This is an optimization exercise on Yosys and OpenROAD, whose aim is small area and a short achievable clock period, not a production implementation.
Function was checked by simulation only, so behaviour that the tests miss may differ from the original.
Power figures rest on the tool's default switching activity, not on a simulated workload.

==> inputs of job 7961 <==
## fp32_fma
module fp32_fma (
    input  logic    clk,
    input  logic    rst_n,
    input  logic    in_valid,
    input  fma_pkg::fp32_t   a,
    input  fma_pkg::fp32_t   b,
    input  fma_pkg::fp32_t   c,
    input  fma_pkg::rmode_t  rm,
    output logic    out_valid,
    output fma_pkg::fp32_t   result,
    output fma_pkg::fflags_t flags
);
Settings: LEC_CHECK=0, CAP_MARGIN=20, CORE_MARGIN=2, CORE_UTILIZATION=60, CTS_BUF_LIST=sky130_fd_sc_hd__clkbuf_4 sky130_fd_sc_hd__clkbuf_8, PLACE_DENSITY=0.72, SETUP_SLACK_MARGIN=5, SLEW_MARGIN=20; clock period 10.5 ns.
run.sh (not shown) runs the stock make flow with config.mk's settings and CLKGATE_MAP_FILE= SYNTH_SCRIPT=/design/flow/synth_recipe.tcl, a recipe that flattens the netlist after the stock synthesis.
==> job 1693: changes against job 7961 <==
--- a/flow/design.v
+++ b/flow/design.v
@@ -19,20 +19,16 @@
     input  fma_pkg::fp32_t  b,
     input  fma_pkg::fp32_t  c,
     input  fma_pkg::rmode_t rm,
     output logic            out_valid,
     output logic [23:0]     ma_q,
     output logic [12:0]     b_one_q,
     output logic [11:0]     b_two_q,
     output logic [11:0]     b_neg_q,
-    output logic [23:0]     ma_n_q,
-    output logic [12:0]     b_one_n_q,
-    output logic [11:0]     b_two_n_q,
-    output logic [11:0]     b_neg_n_q,
     output logic [23:0]     mc_q,
     output logic signed [10:0] prod_expo_q,
     output logic [7:0]      ec_q,
     output logic            prod_zero_q,
     output logic            is_sub_q,
     output logic [7:0]      side_q
 );
     logic [2:0] ezero, eones, fzero;
@@ -85,20 +81,16 @@
         else        valid_q <= in_valid;
     end
     assign out_valid = valid_q;
     always_ff @(posedge clk) begin
         ma_q        <= ma;
         b_one_q     <= b_one;
         b_two_q     <= b_two;
         b_neg_q     <= b_neg;
-        ma_n_q      <= ~ma;
-        b_one_n_q   <= ~b_one;
-        b_two_n_q   <= ~b_two;
-        b_neg_n_q   <= ~b_neg;
         mc_q        <= mc;
         prod_expo_q <= prod_expo;
         ec_q        <= ec[7:0];
         prod_zero_q <= prod_zero;
         is_sub_q    <= is_sub;
         side_q      <= {rm, prod_sign, (|is_nan) | invalid, |is_inf,
                         is_inf[2] ? c[31] : prod_sign, invalid};
     end
@@ -107,20 +99,16 @@
 module fma_mac (
     input  logic        clk,
     input  logic        rst_n,
     input  logic        in_valid,
     input  logic [23:0] ma,
     input  logic [12:0] b_one,
     input  logic [11:0] b_two,
     input  logic [11:0] b_neg,
-    input  logic [23:0] ma_n,
-    input  logic [12:0] b_one_n,
-    input  logic [11:0] b_two_n,
-    input  logic [11:0] b_neg_n,
     input  logic [23:0] mc,
     input  logic signed [10:0] prod_expo,
     input  logic [7:0]  ec,
     input  logic        prod_zero,
     input  logic        is_sub,
     input  logic [7:0]  side_in,
     output logic        out_valid,
     output logic [50:0] row_a,
@@ -144,31 +132,24 @@
     end
     logic [25:0] ma_ext;
     logic [24:0] pp [12];
     logic [23:0] pp12;
     logic [11:0] neg;
     logic [74:0] aligned;
     logic        asticky;
     logic [75:0] x;
-    logic [25:0] ma_ext2;
-    assign ma_ext  = {1'b0, ma, 1'b0};
-    assign ma_ext2 = {1'b0, ~ma_n, 1'b0};
+    assign ma_ext = {1'b0, ma, 1'b0};
     always_comb begin
         for (int j = 0; j < 12; j++) begin
             for (int i = 0; i < 25; i++) begin
-                if (i < 13)
-                    pp[j][i] = ((b_one[j] & (j < 6 ? ma_ext[i + 1] : ma_ext2[i + 1]))
-                              | (b_two[j] & (j < 6 ? ma_ext[i] : ma_ext2[i]))) ^ b_neg[j];
-                else
-                    pp[j][i] = ((!b_one_n[j] & (j < 6 ? ma_ext[i + 1] : ma_ext2[i + 1]))
-                              | (!b_two_n[j] & (j < 6 ? ma_ext[i] : ma_ext2[i]))) ^ !b_neg_n[j];
+                pp[j][i] = ((b_one[j] & ma_ext[i + 1]) | (b_two[j] & ma_ext[i])) ^ b_neg[j];
             end
         end
-        for (int i = 0; i < 24; i++) pp12[i] = (i < 12 ? b_one[12] : !b_one_n[12]) & !ma_n[i];
+        pp12 = b_one[12] ? ma : 24'h0;
         neg  = b_neg;
     end
     logic [74:0] sh [8];
     logic        stk_raw;
     always_comb begin
         sh[0] = {mc, 51'b0};
         for (int k = 0; k < 7; k++) begin
             sh[k+1] = shift_full[k] ? (sh[k] >> (1 << k)) : sh[k];
@@ -1702,19 +1683,16 @@
     output fma_pkg::fp32_t   result,
     output fma_pkg::fflags_t flags
 );
     localparam int SW = fma_pkg::SIDE_W;
     logic        v1;
     logic [23:0] ma1, mc1;
     logic [12:0] b_one1;
     logic [11:0] b_two1, b_neg1;
-    logic [23:0] ma_n1;
-    logic [12:0] b_one_n1;
-    logic [11:0] b_two_n1, b_neg_n1;
     logic signed [10:0] prod_expo1;
     logic [7:0]  ec1;
     logic        prod_zero1, is_sub1;
     logic [7:0]  side1;
     logic        v2;
     logic [50:0] row_a2, row_b2;
     logic        s3_2, sp2, kill2;
     logic [75:51] x_hi2;
@@ -1727,24 +1705,22 @@
     logic        sign3, is_sub3;
     logic [SW-1:0] side3;
     logic [24:0] frac4;
     logic        subnormal4, sticky4, zero4, huge4, e254_4, sign4, is_sub4;
     logic [7:0]  vexp4, side4;
     fma_unpack u_unpack (
         .clk(clk), .rst_n(rst_n), .in_valid(in_valid), .a(a), .b(b), .c(c), .rm(rm),
         .out_valid(v1), .ma_q(ma1), .b_one_q(b_one1), .b_two_q(b_two1), .b_neg_q(b_neg1),
-        .ma_n_q(ma_n1), .b_one_n_q(b_one_n1), .b_two_n_q(b_two_n1), .b_neg_n_q(b_neg_n1),
         .mc_q(mc1), .prod_expo_q(prod_expo1), .ec_q(ec1), .prod_zero_q(prod_zero1),
         .is_sub_q(is_sub1), .side_q(side1)
     );
     fma_mac u_mac (
         .clk(clk), .rst_n(rst_n), .in_valid(v1), .ma(ma1), .b_one(b_one1), .b_two(b_two1),
-        .b_neg(b_neg1), .ma_n(ma_n1), .b_one_n(b_one_n1), .b_two_n(b_two_n1),
-        .b_neg_n(b_neg_n1), .mc(mc1), .prod_expo(prod_expo1), .ec(ec1), .prod_zero(prod_zero1),
+        .b_neg(b_neg1), .mc(mc1), .prod_expo(prod_expo1), .ec(ec1), .prod_zero(prod_zero1),
         .is_sub(is_sub1),
         .side_in(side1), .out_valid(v2), .row_a(row_a2), .row_b(row_b2),
         .s3_q(s3_2), .sp_q(sp2), .kill_q(kill2),
         .x_hi(x_hi2), .is_sub_q(is_sub2), .side_q(side2)
     );
     fma_add u_add (
         .clk(clk), .rst_n(rst_n), .in_valid(v2), .row_a(row_a2), .row_b(row_b2),
         .s3(s3_2), .sp(sp2), .kill(kill2), .x_hi(x_hi2), .is_sub(is_sub2), .side_in(side2),
==> flow/flow/run.sh (new file) <==
#!/bin/bash
set -euo pipefail
bash standard.sh SETUP_SLACK_MARGIN=6 finish > flow_make.log 2>&1
==> flow/standard.sh (new file) <==
#!/bin/bash
# synth_recipe.tcl (not shown) runs the flow's synth.tcl, then flattens the netlist and writes it again
# the make line also repeats each setting of config.mk as NAME=value (left out here)
make -C /OpenROAD-flow-scripts/flow DESIGN_CONFIG=/design/flow/config.mk WORK_HOME=/design/flow/orfs CLKGATE_MAP_FILE= SYNTH_SCRIPT=/design/flow/synth_recipe.tcl "${@:-finish}"
removed: flow/run.sh
==> notes <==
- Job 7961 completed with no timing, DRC or antenna violations. Job 1693 completed without violations.
- Critical path depth: job 7961 is lower than job 1693 (1).
- Against job 1693, the design area of job 7961 is smaller by about 2.1%.
- Of job 1693 and job 7961, job 1693 has the higher routed wire length (gap about 5.6%, measured against job 7961).
- In job 1693 the clock skew is lower than in job 7961, by 22 ps.
- Against job 1693, the first-iteration DRC count of job 7961 is lower by 15%.
- Against job 1693, the total power of job 7961 is smaller by 4.5%.
- Of job 1693 and job 7961, job 7961 has the higher cell count (gap 2.7%, measured against job 7961).
- In job 7961 the area after synthesis is larger than in job 1693, by about 3.7%.
- Against job 7961, the sequential share of layout area of job 1693 is lower by 2.9 points.

========
==> job 4445 <==
fp32_fma, a different RTL version from the one above (not shown whole).
// fp32_fma
module fp32_fma (
    input  logic    clk,
    input  logic    rst_n,
    input  logic    in_valid,
    input  fma_pkg::fp32_t   a,
    input  fma_pkg::fp32_t   b,
    input  fma_pkg::fp32_t   c,
    input  fma_pkg::rmode_t  rm,
    output logic    out_valid,
    output fma_pkg::fp32_t   result,
    output fma_pkg::fflags_t flags
);
export LEC_CHECK = 0
export CAP_MARGIN = 20
export CORE_MARGIN = 2
export CORE_UTILIZATION = 60
export CTS_BUF_LIST = sky130_fd_sc_hd__clkbuf_4 sky130_fd_sc_hd__clkbuf_8
export PLACE_DENSITY = 0.72
export SETUP_SLACK_MARGIN = 5
export SLEW_MARGIN = 20
create_clock -name core_clock -period 10.5 [get_ports {clk}]
standard.sh (not shown) runs the stock make flow with config.mk's settings and CLKGATE_MAP_FILE= SYNTH_SCRIPT=/design/flow/synth_recipe.tcl, a recipe that flattens the netlist after the stock synthesis.
==> flow/flow/run.sh <==
#!/bin/bash
set -euo pipefail
bash standard.sh "BUFFER_PORTS_ARGS=-buffer_cell sky130_fd_sc_hd__buf_2" finish > flow_make.log 2>&1
==> job 5675: changes against job 4445 <==
--- a/flow/design.v
+++ b/flow/design.v
@@ -1477,16 +1477,17 @@
     output logic [24:0] frac_q,
     output logic        subnormal_q,
     output logic        sticky_q,
     output logic        zero_q,
     output logic [7:0]  vexp_q,
     output logic        huge_q,
     output logic        e254_q,
     output logic        sign_q,
+    output logic        is_sub_q,
     output logic [7:0]  side_q
 );
     logic [127:0] lzin;
     logic [6:0]   lz;
     always_comb begin
         lzin = '0;
         for (int i = 0; i < 76; i++) lzin[i + 52] = mag[i] | (lim_hi[i >> 3] & lim_lo[i & 7]);
         lzin[51] = 1'b1;
@@ -1536,18 +1537,16 @@
     logic [75:0] ns [8];
     always_comb begin
         ns[0] = mag;
         for (int k = 0; k < 7; k++) begin
             ns[k+1] = lz[6-k] ? (ns[k] << (64 >> k)) : ns[k];
         end
         nrm = ns[7];
     end
-    fma_pkg::rmode_t rm;
-    assign rm       = side_in[7:5];
     assign e_anchor = side_in[17:8];
     assign vexp     = 11'(e_anchor) - 11'(lz);
     logic signed [10:0] lz_huge, lz_254;
     logic               huge, e254;
     assign lz_huge = 11'(e_anchor) - 11'sd255;    
     assign lz_254  = 11'(e_anchor) - 11'sd254;    
     assign huge    = !lz_huge[10] && (lz_huge[9:7] != 3'b000 || lz_huge[6:0] >= lz);
     assign e254    = !lz_254[10] && lz_254[9:7] == 3'b000 && lz_254[6:0] == lz;
@@ -1561,67 +1560,77 @@
         frac_q      <= nrm[74:50];
         subnormal_q <= !nrm[75];
         sticky_q    <= sticky;
         zero_q      <= zero;
         vexp_q      <= vexp[7:0];
         huge_q      <= huge;
         e254_q      <= e254;
         sign_q      <= sign;
-        side_q      <= {rm == fma_pkg::RM_RNE, rm == fma_pkg::RM_RMM,
-                        (rm == fma_pkg::RM_RDN && sign) || (rm == fma_pkg::RM_RUP && !sign),
-                        is_sub ? rm == fma_pkg::RM_RDN : side_in[4], side_in[3:0]};
+        is_sub_q    <= is_sub;
+        side_q      <= side_in[7:0];
     end
 endmodule
 `timescale 1ns/1ps
 module fma_round (
     input  logic        [24:0] frac,        
     input  logic        subnormal,
     input  logic        sticky,
     input  logic        zero,
     input  logic [7:0]  vexp,
     input  logic        huge,
     input  logic        e254,
     input  logic        sign,
-    input  logic [7:0]  side_in,      
+    input  logic        is_sub,
+    input  logic [7:0]  side_in,
     output fma_pkg::fp32_t   result,
     output fma_pkg::fflags_t flags
 );
-    logic m_rne, m_rmm, m_away, zsign, sp_nan, sp_inf, inf_sign, invalid;
-    assign {m_rne, m_rmm, m_away, zsign, sp_nan, sp_inf, inf_sign, invalid} = side_in;
+    function automatic logic round_up(fma_pkg::rmode_t mode, logic sgn, logic lsb,
+                                      logic guard, logic stk);
+        case (mode)
+            fma_pkg::RM_RNE: round_up = guard & (lsb | stk);    
+            fma_pkg::RM_RMM: round_up = guard;                  
+            fma_pkg::RM_RDN: round_up = sgn & (guard | stk);
+            fma_pkg::RM_RUP: round_up = !sgn & (guard | stk);
+            default:         round_up = 1'b0;                   
+        endcase
+    endfunction
+    fma_pkg::rmode_t rm;
+    logic            prod_sign, sp_nan, sp_inf, inf_sign, invalid;
+    assign {rm, prod_sign, sp_nan, sp_inf, inf_sign, invalid} = side_in;
     logic        round_away, carry, u_round_away, u_carry;
     logic [22:0] res_mant;
     logic [7:0]  res_expo;
-    logic        huge_is_inf;
+    logic        dir_is_away, huge_is_inf;
     logic        overflow, underflow, inexact;
     fma_pkg::fp32_t huge_val;
-    assign round_away = (m_rne & frac[1] & (frac[2] | frac[0] | sticky)) | (m_rmm & frac[1])
-                      | (m_away & (frac[1] | frac[0] | sticky));
+    assign round_away = round_up(rm, sign, frac[2], frac[1], frac[0] | sticky);
     assign carry      = (&frac[24:2]) & round_away;
-    assign u_round_away = (m_rne & frac[0] & (frac[1] | sticky)) | (m_rmm & frac[0])
-                        | (m_away & (frac[0] | sticky));
+    assign u_round_away = round_up(rm, sign, frac[1], frac[0], sticky);
     assign u_carry      = (&frac[24:1]) & u_round_away;
     logic [22:0] mant_inc;
     logic [7:0]  e_base, e_inc;
     assign mant_inc = frac[24:2] + 23'd1;
     assign e_base   = subnormal ? 8'h00 : vexp;
     assign e_inc    = e_base + 8'd1;
     assign res_mant = round_away ? mant_inc : frac[24:2];    
     assign res_expo = carry ? e_inc : e_base;
-    assign huge_is_inf = m_rne | m_rmm | m_away;
+    assign dir_is_away = (rm == fma_pkg::RM_RDN && sign) || (rm == fma_pkg::RM_RUP && !sign);
+    assign huge_is_inf = rm == fma_pkg::RM_RNE || rm == fma_pkg::RM_RMM || dir_is_away;
     assign huge_val    = huge_is_inf ? {sign, 8'hff, 23'h0} : {sign, 8'hfe, {23{1'b1}}};
     always_comb begin
         if (sp_nan) begin
             result = fma_pkg::CANON_NAN;
         end else if (sp_inf) begin
             result = {inf_sign, 8'hff, 23'h0};
         end else if (huge) begin
             result = huge_val;
         end else if (zero) begin
-            result = {zsign, 31'h0};
+            result = {is_sub ? rm == fma_pkg::RM_RDN : prod_sign, 31'h0};
         end else begin
             result = {sign, res_expo, res_mant};
         end
     end
     assign overflow  = !sp_nan && !sp_inf && (huge || (e254 && carry));
     assign inexact   = !sp_nan && !sp_inf && (overflow || frac[1] || frac[0] || sticky);
     assign underflow = inexact && subnormal && !u_carry;
     assign flags     = {invalid, 1'b0, overflow, underflow, inexact};   
@@ -1656,17 +1665,17 @@
     logic [SW-1:0] side2;
     logic        v3;
     logic [75:0] mag3;
     logic [9:0]  lim_hi3;
     logic [7:0]  lim_lo3;
     logic        sign3, is_sub3;
     logic [SW-1:0] side3;
     logic [24:0] frac4;
-    logic        subnormal4, sticky4, zero4, huge4, e254_4, sign4;
+    logic        subnormal4, sticky4, zero4, huge4, e254_4, sign4, is_sub4;
     logic [7:0]  vexp4, side4;
     fma_unpack u_unpack (
         .clk(clk), .rst_n(rst_n), .in_valid(in_valid), .a(a), .b(b), .c(c), .rm(rm),
         .out_valid(v1), .ma_q(ma1), .b_one_q(b_one1), .b_two_q(b_two1), .b_neg_q(b_neg1),
         .mc_q(mc1), .prod_expo_q(prod_expo1), .ec_q(ec1), .prod_zero_q(prod_zero1),
         .is_sub_q(is_sub1), .side_q(side1)
     );
     fma_mac u_mac (
@@ -1683,15 +1692,16 @@
         .out_valid(v3), .mag_q(mag3), .lim_hi_q(lim_hi3), .lim_lo_q(lim_lo3),
         .sign_q(sign3), .is_sub_q(is_sub3), .side_q(side3)
     );
     fma_normalize u_normalize (
         .clk(clk), .rst_n(rst_n), .in_valid(v3), .mag(mag3), .lim_hi(lim_hi3),
         .lim_lo(lim_lo3), .sign(sign3), .is_sub(is_sub3), .side_in(side3),
         .out_valid(out_valid), .frac_q(frac4), .subnormal_q(subnormal4), .sticky_q(sticky4),
         .zero_q(zero4), .vexp_q(vexp4), .huge_q(huge4), .e254_q(e254_4), .sign_q(sign4),
-        .side_q(side4)
+        .is_sub_q(is_sub4), .side_q(side4)
     );
     fma_round u_round (
         .frac(frac4), .subnormal(subnormal4), .sticky(sticky4), .zero(zero4),
-        .vexp(vexp4), .huge(huge4), .e254(e254_4), .sign(sign4), .side_in(side4), .result(result), .flags(flags)
+        .vexp(vexp4), .huge(huge4), .e254(e254_4), .sign(sign4), .is_sub(is_sub4),
+        .side_in(side4), .result(result), .flags(flags)
     );
 endmodule
==> qor summary <==
Wl on met1: job 4445 49,800 um; job 5675 48,800 um
Endpoint of the lowest-slack register-to-register path: job 4445 u_mac.row_a[21]; job 5675 u_normalize.sticky_q
Ys async rst share: job 4445 0.00943; job 5675 0.00941
Sequential fraction of design power: job 4445 0.206; job 5675 0.212
Placement row count: job 4445 93; job 5675 92
Share of Yosys cell area claimed by the top area cell type: job 4445 0.216; job 5675 0.218
Slowest-stage cell, CP: job 4445 sky130_fd_sc_hd__dfxtp_1; job 5675 sky130_fd_sc_hd__or3_1
Minimum setup slack in the final design: job 4445 5.23 ns; job 5675 5.16 ns
Buffers, non-clock: job 4445 235; job 5675 234
Worst Max-Slew Pin Slew: job 4445 1.21 ns; job 5675 1.21 ns
Total area of multi-input combinational cells: job 4445 0.0281 mm^2; job 5675 0.0279 mm^2
Post-CTS setup-driven buffer insertion count: job 4445 5; job 5675 4
Biggest fanout along the worst timing path: job 4445 4; job 5675 6
Unique masters post-synth: job 4445 96; job 5675 108
Fraction of standard cell area in multi-input logic: job 4445 0.671; job 5675 0.670
Xor and xnor fraction of the mapped netlist area: job 4445 0.121; job 5675 0.122
Detail Placement HPWL: job 4445 98,200 um; job 5675 96,100 um
Synth Net Count: job 4445 4,964; job 5675 4,972
Worst setup path endpoint: job 4445 result[30]; job 5675 result[22]
Run status: job 4445 timing/DRC/antenna clean; job 5675 timing/DRC/antenna clean
Netlist Area Pre-Place: job 4445 0.0389 mm^2; job 5675 0.0386 mm^2
Multi-input gate count: job 4445 3,362; job 5675 3,398
CTS sink count: job 4445 424; job 5675 425
DRC marker count from the first detailed-route iteration: job 4445 4,479; job 5675 4,491

## static timing again, ports no longer ideal
The results above use ideal ports. As a check the final layouts listed here were re-extracted and re-timed, cells and wires unchanged.
Step 1 sets driving cells, clkbuf_16 on the clock port and buf_2 on the other inputs (assumed; they add their load-dependent delay and slew).
Step 2 times the ports against the registers' clock, not the clock port: input delays grow and output delays shrink by t, the midpoint of the rising clock arrivals with the driver on.
a / b / c = ideal ports / drivers / drivers and shift; a / b = the first two.
| run | t (ns) | slack for setup (ns) | worst register clock-pin slew, ns | worst slew at a driven data input, ns | pins driven straight from the clock port |
|---|---|---|---|---|---|
| job 7961 | 0.784 | 5.008 / 4.939 / 4.444 | 0.08 / 0.08 | 0.05 | 1 |
| job 1693 | 0.754 | 5.360 / 5.297 / 5.466 | 0.08 / 0.08 | 0.05 | 1 |
| job 4445 | 0.749 | 5.232 / 5.163 / 5.259 | 0.07 / 0.07 | 0.04 | 1 |
| job 5675 | 0.755 | 5.159 / 5.092 / 5.171 | 0.08 / 0.08 | 0.04 | 1 |
After both steps setup and hold are still met in every run listed. For job 7961, which loses most, drivers alone change the setup slack by -0.069 ns; drivers and shift together by -0.564 ns.
